Source: an optimization exercise on an open RTL-to-GDS flow (aim: small area). Production flows keep margins and buffers that such runs may drop.
Where RTL was checked, it was by simulation tests only, not by an equivalence proof against the original.

==> run a <==
==> flow/design.v (excerpt) <==
module hsv_to_rgb_converter_unit (
  input  wire logic                                 clk,
  input  wire logic                                 rst,
  input  wire logic                                 in_valid,
  output logic                                      in_stall,
  input  wire logic [hsv2rgb_pkg::HUE_BITS-1:0]     hue,
  input  wire logic [hsv2rgb_pkg::CHAN_BITS-1:0]    saturation,
  input  wire logic [hsv2rgb_pkg::CHAN_BITS-1:0]    value,
  output logic                                      out_valid,
  input  wire logic                                 out_stall,
  output logic [hsv2rgb_pkg::CHAN_BITS-1:0]         red,
  output logic [hsv2rgb_pkg::CHAN_BITS-1:0]         green,
  output logic [hsv2rgb_pkg::CHAN_BITS-1:0]         blue,
  output logic [3*hsv2rgb_pkg::CHAN_BITS-1:0]       packed_color
);
clock: 7.5 ns
lec_check: 0
abc_area: 1
cap_margin: 20
core_margin: 2
core_utilization: 75
cts_buf_list: sky130_fd_sc_hd__clkbuf_2 sky130_fd_sc_hd__clkbuf_4 sky130_fd_sc_hd__clkbuf_8
gpl_timing_driven: 0
slew_margin: 20
standard.sh (not shown) runs the stock make flow with config.mk's settings and CLKGATE_MAP_FILE= SYNTH_SCRIPT=/design/flow/synth_recipe.tcl, a recipe that flattens the netlist after the stock synthesis.
==> flow/flow/run.sh <==
#!/bin/bash
# Layout flow: the standard flow with two changes to synthesis and one
# to placement.
#  - Synthesis: Yosys's synth runs without its quick ABC pass (-noabc), so
#    the full adders written in the RTL reach extract_fa without inverted
#    polarities, and the final ABC mapping uses flow/area.abc (area-oriented
#    mapping). Registers, their names and cell types are unchanged.
#  - Ports are buffered with sky130_fd_sc_hd__buf_1, and the buffers that
#    synthesis puts between outputs sharing a net are buf_1 too.
# Each tool's output goes to the ORFS logs under orfs/logs; make's output to
# standard.log.
set -euo pipefail
WORK=$PWD
FLOW=$WORK/flow
{
  echo 'proc synth {args} { yosys synth -nofsm -noshare -noabc {*}$args }'
  echo 'proc abc {args} {'
  echo '  set i [lsearch $args -script]'
  echo "  if { \$i >= 0 } { set args [lreplace \$args \$i [expr {\$i + 1}] -script $FLOW/area.abc] }"
  echo '  yosys abc {*}$args'
  echo '}'
  tail -n +2 synth_recipe.tcl
} > my_synth.tcl
bash standard.sh SYNTH_SCRIPT=$WORK/my_synth.tcl \
  "BUFFER_PORTS_ARGS=-buffer_cell sky130_fd_sc_hd__buf_1" \
  "MIN_BUF_CELL_AND_PORTS=sky130_fd_sc_hd__buf_1 A X" finish > standard.log 2>&1
==> flow/flow/area.abc <==
strash
dch -f
amap
topo
==> inputs of run b, as changes to run a <==
--- a/flow/config.mk
+++ b/flow/config.mk
@@ -12,3 +12,2 @@
 export CTS_BUF_LIST = sky130_fd_sc_hd__clkbuf_2 sky130_fd_sc_hd__clkbuf_4 sky130_fd_sc_hd__clkbuf_8
-export GPL_TIMING_DRIVEN = 0
 export SLEW_MARGIN = 20
==> qor summary <==
metric                                                                    run b                 run a
Highest clock frequency the design can meet                             132 MHz               131 MHz
Half-perimeter wire length after detailed placement                    16300 µm              16000 µm
Syn-to-layout area delta                                                  11.4%                 12.2%
Placed standard-cell area                                             10100 µm²             10000 µm²
Minimum clock period after layout                                       7580 ps               7640 ps
DP Worst Slack                                                          -227 ps               -684 ps
Critical hold path startpoint                             valid_q1$_SDFFE_PP0P_  sect_q1[0]$_DFFE_PP_
Share of cells above drive strength 1                                     8.64%                 7.27%
Aggregate routed wire length                                           21200 µm              21000 µm
Worst flop-to-flop path endpoint                            w52_q2[2]$_DFFE_PP_   w52_q2[3]$_DFFE_PP_
Sequential portion of the cell area                                       21.2%                 21.0%
Clock-cell share                                                          1.42%                 2.21%
Post-layout instance area                                             10500 µm²             10600 µm²
Clock skew after layout                                                 9.28 ps               9.97 ps
Inst Count DP                                                              1225                  1226
Number of global-route vias before repair                                  7262                  6946
Nonclk buf count                                                            114                   120
Run status                                                      failed layout checks  failed layout checks
Violated checks                                                    setup timing          setup timing
Maximum net fanout on the critical path                                       4                     6

========
==> 05-18: inputs <==
hsv_to_rgb_converter_unit, a different RTL version from the one above (not shown whole).
==> flow/config.mk <==
export PLATFORM = sky130hd
export DESIGN_NAME = hsv_to_rgb_converter_unit
export DESIGN_NICKNAME = hsv_to_rgb_converter_unit
export VERILOG_FILES = /design/flow/design.v
export SDC_FILE = /design/flow/constraint.sdc
export NUM_CORES = 4
export LEC_CHECK = 0
export ABC_AREA = 1
export CAP_MARGIN = 20
export CORE_MARGIN = 2
export CORE_UTILIZATION = 65
export SLEW_MARGIN = 20
==> flow/constraint.sdc <==
create_clock -name core_clock -period 7.5 [get_ports {clk}]
set_input_delay 1.5000 -clock core_clock [delete_from_list [all_inputs] [get_ports {clk}]]
set_output_delay 1.5000 -clock core_clock [all_outputs]
set_load 0.01 [all_outputs]
==> flow/flow/run.sh <==
#!/bin/bash
# Layout flow: the standard flow with two changes to synthesis and one
# to placement.
#  - Synthesis: Yosys's synth runs without its quick ABC pass (-noabc), so
#    the full adders written in the RTL reach extract_fa without inverted
#    polarities, and the final ABC mapping uses flow/area.abc (area-oriented
#    mapping). Registers, their names and cell types are unchanged.
#  - Ports are buffered with sky130_fd_sc_hd__buf_1.
# Each tool's output goes to the ORFS logs under orfs/logs; make's output to
# standard.log.
set -euo pipefail
WORK=$PWD
FLOW=$WORK/flow
{
  echo 'proc synth {args} { yosys synth -nofsm -noshare -noabc {*}$args }'
  echo 'proc abc {args} {'
  echo '  set i [lsearch $args -script]'
  echo "  if { \$i >= 0 } { set args [lreplace \$args \$i [expr {\$i + 1}] -script $FLOW/area.abc] }"
  echo '  yosys abc {*}$args'
  echo '}'
  tail -n +2 synth_recipe.tcl
} > my_synth.tcl
bash standard.sh SYNTH_SCRIPT=$WORK/my_synth.tcl \
  "BUFFER_PORTS_ARGS=-buffer_cell sky130_fd_sc_hd__buf_1" finish > standard.log 2>&1
Scripts as last shown in full above: flow/flow/area.abc
==> 01-21 (differences from 05-18) <==
--- a/flow/flow/run.sh
+++ b/flow/flow/run.sh
@@ -7,3 +7,4 @@
 #    mapping). Registers, their names and cell types are unchanged.
-#  - Ports are buffered with sky130_fd_sc_hd__buf_1.
+#  - Ports are buffered with sky130_fd_sc_hd__buf_1, and the buffers that
+#    synthesis puts between outputs sharing a net are buf_1 too.
 # Each tool's output goes to the ORFS logs under orfs/logs; make's output to
@@ -23,2 +24,3 @@
 bash standard.sh SYNTH_SCRIPT=$WORK/my_synth.tcl \
-  "BUFFER_PORTS_ARGS=-buffer_cell sky130_fd_sc_hd__buf_1" finish > standard.log 2>&1
+  "BUFFER_PORTS_ARGS=-buffer_cell sky130_fd_sc_hd__buf_1" \
+  "MIN_BUF_CELL_AND_PORTS=sky130_fd_sc_hd__buf_1 A X" finish > standard.log 2>&1
CORE_UTILIZATION = 75   (was 65)
CTS_BUF_LIST = sky130_fd_sc_hd__clkbuf_2 sky130_fd_sc_hd__clkbuf_4 sky130_fd_sc_hd__clkbuf_8   (was unset)
==> comparison table <==
item                                                                                01-21         05-18
Synthesized-area fraction occupied by ao, oa, aoi and oai cells                     0.125         0.124
Hold slack final                                                                 0.428 ns      0.461 ns
Share of synthesized cell area in full adder, half adder and majority cells         0.451         0.447
CTS-repair resized insts                                                               14            10
Global-route met2 utilization                                                       0.550         0.491
Last weighted congestion value of the routability-driven placer                     0.879         0.875
Detailed Place HPWL                                                               18.2 mm       18.1 mm
Met1 Track Usage GR                                                                 0.407         0.370
Unique masters post-synth                                                              38            39
Area of the mapped netlist                                                    10100 sq um   10200 sq um
Area share of buffers outside the clock network                                    0.0424        0.0473
Filler Cells Inserted                                                                 787          1158
Fraction of the yosys area taken by sequential cells                                0.220         0.218
Clock transition at the registers of the reported paths                           0.08 ns       0.06 ns
Run status                                                       timing/DRC/antenna clean  timing/DRC/antenna clean
Share of synthesized cell area in and, or, nand and nor gates                       0.144         0.142
Clock period minus worst slack                                                    7.32 ns       7.18 ns
Buffers excl. clock                                                                   102           111
Wire length of the first global-routing pass                                      36.7 mm       37.3 mm
Syn avg cell area                                                              9.28 sq um    9.36 sq um
No functional check of the RTL was part of any run of this note.

========
==> run R <==
hsv_to_rgb_converter_unit, a different RTL version from the one above (not shown whole).
export LEC_CHECK = 0
export ABC_AREA = 1
export CAP_MARGIN = 20
export CORE_MARGIN = 2
export CORE_UTILIZATION = 75
export CTS_BUF_LIST = sky130_fd_sc_hd__clkbuf_2 sky130_fd_sc_hd__clkbuf_4 sky130_fd_sc_hd__clkbuf_8
export PLACE_DENSITY = 0.8
export SLEW_MARGIN = 20
create_clock -name core_clock -period 7.5 [get_ports {clk}]
==> flow/flow/run.sh <==
#!/bin/bash
# Layout flow: the standard flow with two changes to synthesis and one
# to placement.
#  - Synthesis: Yosys's synth runs without its quick ABC pass (-noabc), so
#    the full adders written in the RTL reach extract_fa without inverted
#    polarities, and the final ABC mapping uses flow/area.abc (area-oriented
#    mapping). Registers, their names and cell types are unchanged.
#  - Ports are buffered with sky130_fd_sc_hd__buf_1, and the buffers that
#    synthesis puts between outputs sharing a net are buf_1 too.
# Each tool's output goes to the ORFS logs under orfs/logs; make's output to
# standard.log.
set -euo pipefail
WORK=$PWD
FLOW=$WORK/flow
{
  echo 'proc synth {args} { yosys synth -nofsm -noshare -noabc {*}$args }'
  echo 'proc abc {args} {'
  echo '  set i [lsearch $args -script]'
  echo "  if { \$i >= 0 } { set args [lreplace \$args \$i [expr {\$i + 1}] -script $FLOW/area.abc] }"
  echo '  yosys abc {*}$args'
  echo '}'
  tail -n +2 synth_recipe.tcl
} > my_synth.tcl
bash standard.sh SYNTH_SCRIPT=$WORK/my_synth.tcl \
  "BUFFER_PORTS_ARGS=-buffer_cell sky130_fd_sc_hd__buf_1" \
  "MIN_BUF_CELL_AND_PORTS=sky130_fd_sc_hd__buf_1 A X" finish > standard.log 2>&1
Scripts as last shown in full above: flow/flow/area.abc
==> inputs of run Z, as changes to run R <==
--- a/flow/design.v
+++ b/flow/design.v
@@ -392,128 +392,65 @@
   wire a348 = ~a347;
   wire a349 = a321 & a319;
   wire a350 = a318 | a349;
   wire a351 = a286 ^ a350;
   wire a352 = ~a351;
-  wire a353 = ~a264;
-  wire a354 = a265 & a264;
-  wire a355 = a265 & a353;
-  wire a356 = a267 & a266;
-  wire a357 = a269 & a268;
-  wire a358 = a256 & a270;
-  wire a359 = a266 & a354;
-  wire a360 = a266 & a355;
-  wire a361 = a356 & a354;
-  wire a362 = a356 & a355;
-  wire a363 = a270 & a357;
-  wire a364 = a358 & a357;
-  wire a365 = a268 & a361;
-  wire a366 = a268 & a362;
-  wire a367 = a357 & a361;
-  wire a368 = a357 & a362;
-  wire a369 = a363 & a361;
-  wire a370 = a363 & a362;
-  wire a371 = a364 & a361;
-  wire a372 = a364 & a362;
-  wire a373 = a265 ^ a264;
-  wire a374 = a266 ^ a354;
-  wire a375 = a267 ^ a359;
-  wire a376 = a268 ^ a361;
-  wire a377 = a269 ^ a365;
-  wire a378 = a270 ^ a367;
-  wire a379 = a256 ^ a369;
-  wire a380 = ~a265;
-  wire a381 = a380 & a264;
-  wire a382 = a267 & a266;
-  wire a383 = a269 & a268;
-  wire a384 = a256 & a270;
-  wire a385 = a266 & a265;
-  wire a386 = a266 & a381;
-  wire a387 = a382 & a265;
-  wire a388 = a382 & a381;
-  wire a389 = a270 & a383;
-  wire a390 = a384 & a383;
-  wire a391 = a268 & a387;
-  wire a392 = a268 & a388;
-  wire a393 = a383 & a387;
-  wire a394 = a383 & a388;
-  wire a395 = a389 & a387;
-  wire a396 = a389 & a388;
-  wire a397 = a390 & a387;
-  wire a398 = a390 & a388;
-  wire a399 = a266 ^ a265;
-  wire a400 = a267 ^ a385;
-  wire a401 = a268 ^ a387;
-  wire a402 = a269 ^ a391;
-  wire a403 = a270 ^ a393;
-  wire a404 = a256 ^ a395;
-  wire a405 = ~a321;
-  wire a406 = nz0 & a405;
-  wire a407 = a406 & a353;
-  wire a408 = ~nz0;
-  wire a409 = a408 & a264;
-  wire a410 = a407 | a409;
-  wire a411 = a321 & a264;
-  wire a412 = ~a321;
-  wire a413 = a412 & a410;
-  wire a414 = a411 | a413;
-  wire a415 = a406 & a373;
-  wire a416 = ~nz0;
-  wire a417 = a416 & a265;
-  wire a418 = a415 | a417;
-  wire a419 = a321 & a380;
-  wire a420 = ~a321;
-  wire a421 = a420 & a418;
-  wire a422 = a419 | a421;
-  wire a423 = a406 & a374;
-  wire a424 = ~nz0;
-  wire a425 = a424 & a266;
-  wire a426 = a423 | a425;
-  wire a427 = a321 & a399;
-  wire a428 = ~a321;
-  wire a429 = a428 & a426;
-  wire a430 = a427 | a429;
-  wire a431 = a406 & a375;
-  wire a432 = ~nz0;
-  wire a433 = a432 & a267;
-  wire a434 = a431 | a433;
-  wire a435 = a321 & a400;
-  wire a436 = ~a321;
-  wire a437 = a436 & a434;
-  wire a438 = a435 | a437;
-  wire a439 = a406 & a376;
-  wire a440 = ~nz0;
-  wire a441 = a440 & a268;
-  wire a442 = a439 | a441;
-  wire a443 = a321 & a401;
-  wire a444 = ~a321;
-  wire a445 = a444 & a442;
-  wire a446 = a443 | a445;
-  wire a447 = a406 & a377;
-  wire a448 = ~nz0;
-  wire a449 = a448 & a269;
-  wire a450 = a447 | a449;
-  wire a451 = a321 & a402;
-  wire a452 = ~a321;
-  wire a453 = a452 & a450;
-  wire a454 = a451 | a453;
-  wire a455 = a406 & a378;
-  wire a456 = ~nz0;
-  wire a457 = a456 & a270;
-  wire a458 = a455 | a457;
-  wire a459 = a321 & a403;
-  wire a460 = ~a321;
-  wire a461 = a460 & a458;
-  wire a462 = a459 | a461;
-  wire a463 = a406 & a379;
-  wire a464 = ~nz0;
-  wire a465 = a464 & a256;
-  wire a466 = a463 | a465;
-  wire a467 = a321 & a404;
-  wire a468 = ~a321;
-  wire a469 = a468 & a466;
-  wire a470 = a467 | a469;
+  wire a353 = ~a265;
+  wire a354 = a266 & a265;
+  wire a355 = a266 & a353;
+  wire a356 = a268 & a267;
+  wire a357 = a270 & a269;
+  wire a358 = a267 & a354;
+  wire a359 = a267 & a355;
+  wire a360 = a356 & a354;
+  wire a361 = a356 & a355;
+  wire a362 = a256 & a357;
+  wire a363 = a269 & a360;
+  wire a364 = a269 & a361;
+  wire a365 = a357 & a360;
+  wire a366 = a357 & a361;
+  wire a367 = a362 & a360;
+  wire a368 = a362 & a361;
+  wire a369 = a266 ^ a265;
+  wire a370 = a267 ^ a354;
+  wire a371 = a268 ^ a358;
+  wire a372 = a269 ^ a360;
+  wire a373 = a270 ^ a363;
+  wire a374 = a256 ^ a365;
+  wire a375 = ~a321;
+  wire a376 = nz0 & a375;
+  wire a377 = nz0 & a264;
+  wire a378 = a321 | a377;
+  wire a379 = a264 ^ a376;
+  wire a380 = a378 & a353;
+  wire a381 = ~a378;
+  wire a382 = a381 & a265;
+  wire a383 = a380 | a382;
+  wire a384 = a378 & a369;
+  wire a385 = ~a378;
+  wire a386 = a385 & a266;
+  wire a387 = a384 | a386;
+  wire a388 = a378 & a370;
+  wire a389 = ~a378;
+  wire a390 = a389 & a267;
+  wire a391 = a388 | a390;
+  wire a392 = a378 & a371;
+  wire a393 = ~a378;
+  wire a394 = a393 & a268;
+  wire a395 = a392 | a394;
+  wire a396 = a378 & a372;
+  wire a397 = ~a378;
+  wire a398 = a397 & a269;
+  wire a399 = a396 | a398;
+  wire a400 = a378 & a373;
+  wire a401 = ~a378;
+  wire a402 = a401 & a270;
+  wire a403 = a400 | a402;
+  wire a404 = a378 & a374;
+  wire a405 = ~a378;
+  wire a406 = a405 & a256;
+  wire a407 = a404 | a406;
   logic        valid_q1;
   logic [2:0]  sect_q1;
   logic [5:0]  r_q1;
   logic [7:0]  v_q1;
   logic [7:0]  c_q1;
@@ -528,11 +465,11 @@
   always_ff @(posedge clk) begin
     if (adv) begin
       sect_q1 <= sect;
       r_q1    <= r;
       v_q1    <= value;
-      c_q1    <= {a470, a462, a454, a446, a438, a430, a422, a414};
+      c_q1    <= {a407, a403, a399, a395, a391, a387, a383, a379};
       d_q1    <= {a352, a348, a344, a340, a336, a332, a328, a324};
     end
   end
   logic [3:0] w52;
   logic [4:0] hsum;
CORE_UTILIZATION = 60   (was 75)
PLACE_DENSITY = not set   (was 0.8)
==> inputs of run K, as changes to run R <==
GPL_TIMING_DRIVEN = 0   (was not set)
PLACE_DENSITY = not set   (was 0.8)
==> summary of the runs <==
Cell count: run R is lower than run K (0.43%). Final area: run K > run R > run Z. Global-route usage, lowest first: run Z, run K, run R. Of run Z and run R, run R has the higher synthesized area (gap 0.50%, measured against run R). In flip-flop and latch count, run R and run K do not differ.

[what the ideal ports hide]
How much do the figures lean on ideal ports? The routed layouts below were timed once more, with nothing changed but the port constraints.
Step 1: set_driving_cell puts a clkbuf_16 on clk and a buf_2 on each other input, an assumption about the parent block.
Step 2 moves the port delays by t, midway between the first and last clock arrival at a register: inputs arrive t later, outputs are due t later. That takes back most of the time a late clock gives input paths.
a / b / c = no drivers / after step 1 / after step 2; a / b = the first two.
run | shift t [ns] | setup slack, ns | hold WS [ns] | slew at the worst register clock pin (ns)
run a | 0.399 | -0.137 / -0.137 / -0.137 | 0.424 / 0.424 / 0.424 | 0.08 / 0.08
run b | 0.389 | -0.085 / -0.085 / -0.085 | 0.492 / 0.492 / 0.492 | 0.07 / 0.07
05-18 | 0.391 | 0.317 / 0.290 / 0.317 | 0.461 / 0.461 / 0.461 | 0.06 / 0.06
01-21 | 0.415 | 0.177 / 0.177 / 0.177 | 0.428 / 0.428 / 0.428 | 0.08 / 0.08
run R | 0.393 | 0.293 / 0.293 / 0.065 | 0.433 / 0.433 / 0.433 | 0.08 / 0.08
run Z | 0.376 | 0.399 / 0.399 / 0.078 | 0.423 / 0.423 / 0.423 | 0.07 / 0.07
run K | 0.378 | 0.244 / 0.255 / -0.123 | 0.437 / 0.437 / 0.437 | 0.08 / 0.08
With both steps, setup timing fails in run K, where it was met with ideal ports. The setup slack of run K, which loses most, moves by +0.011 ns with the drivers and by -0.367 ns with both steps.
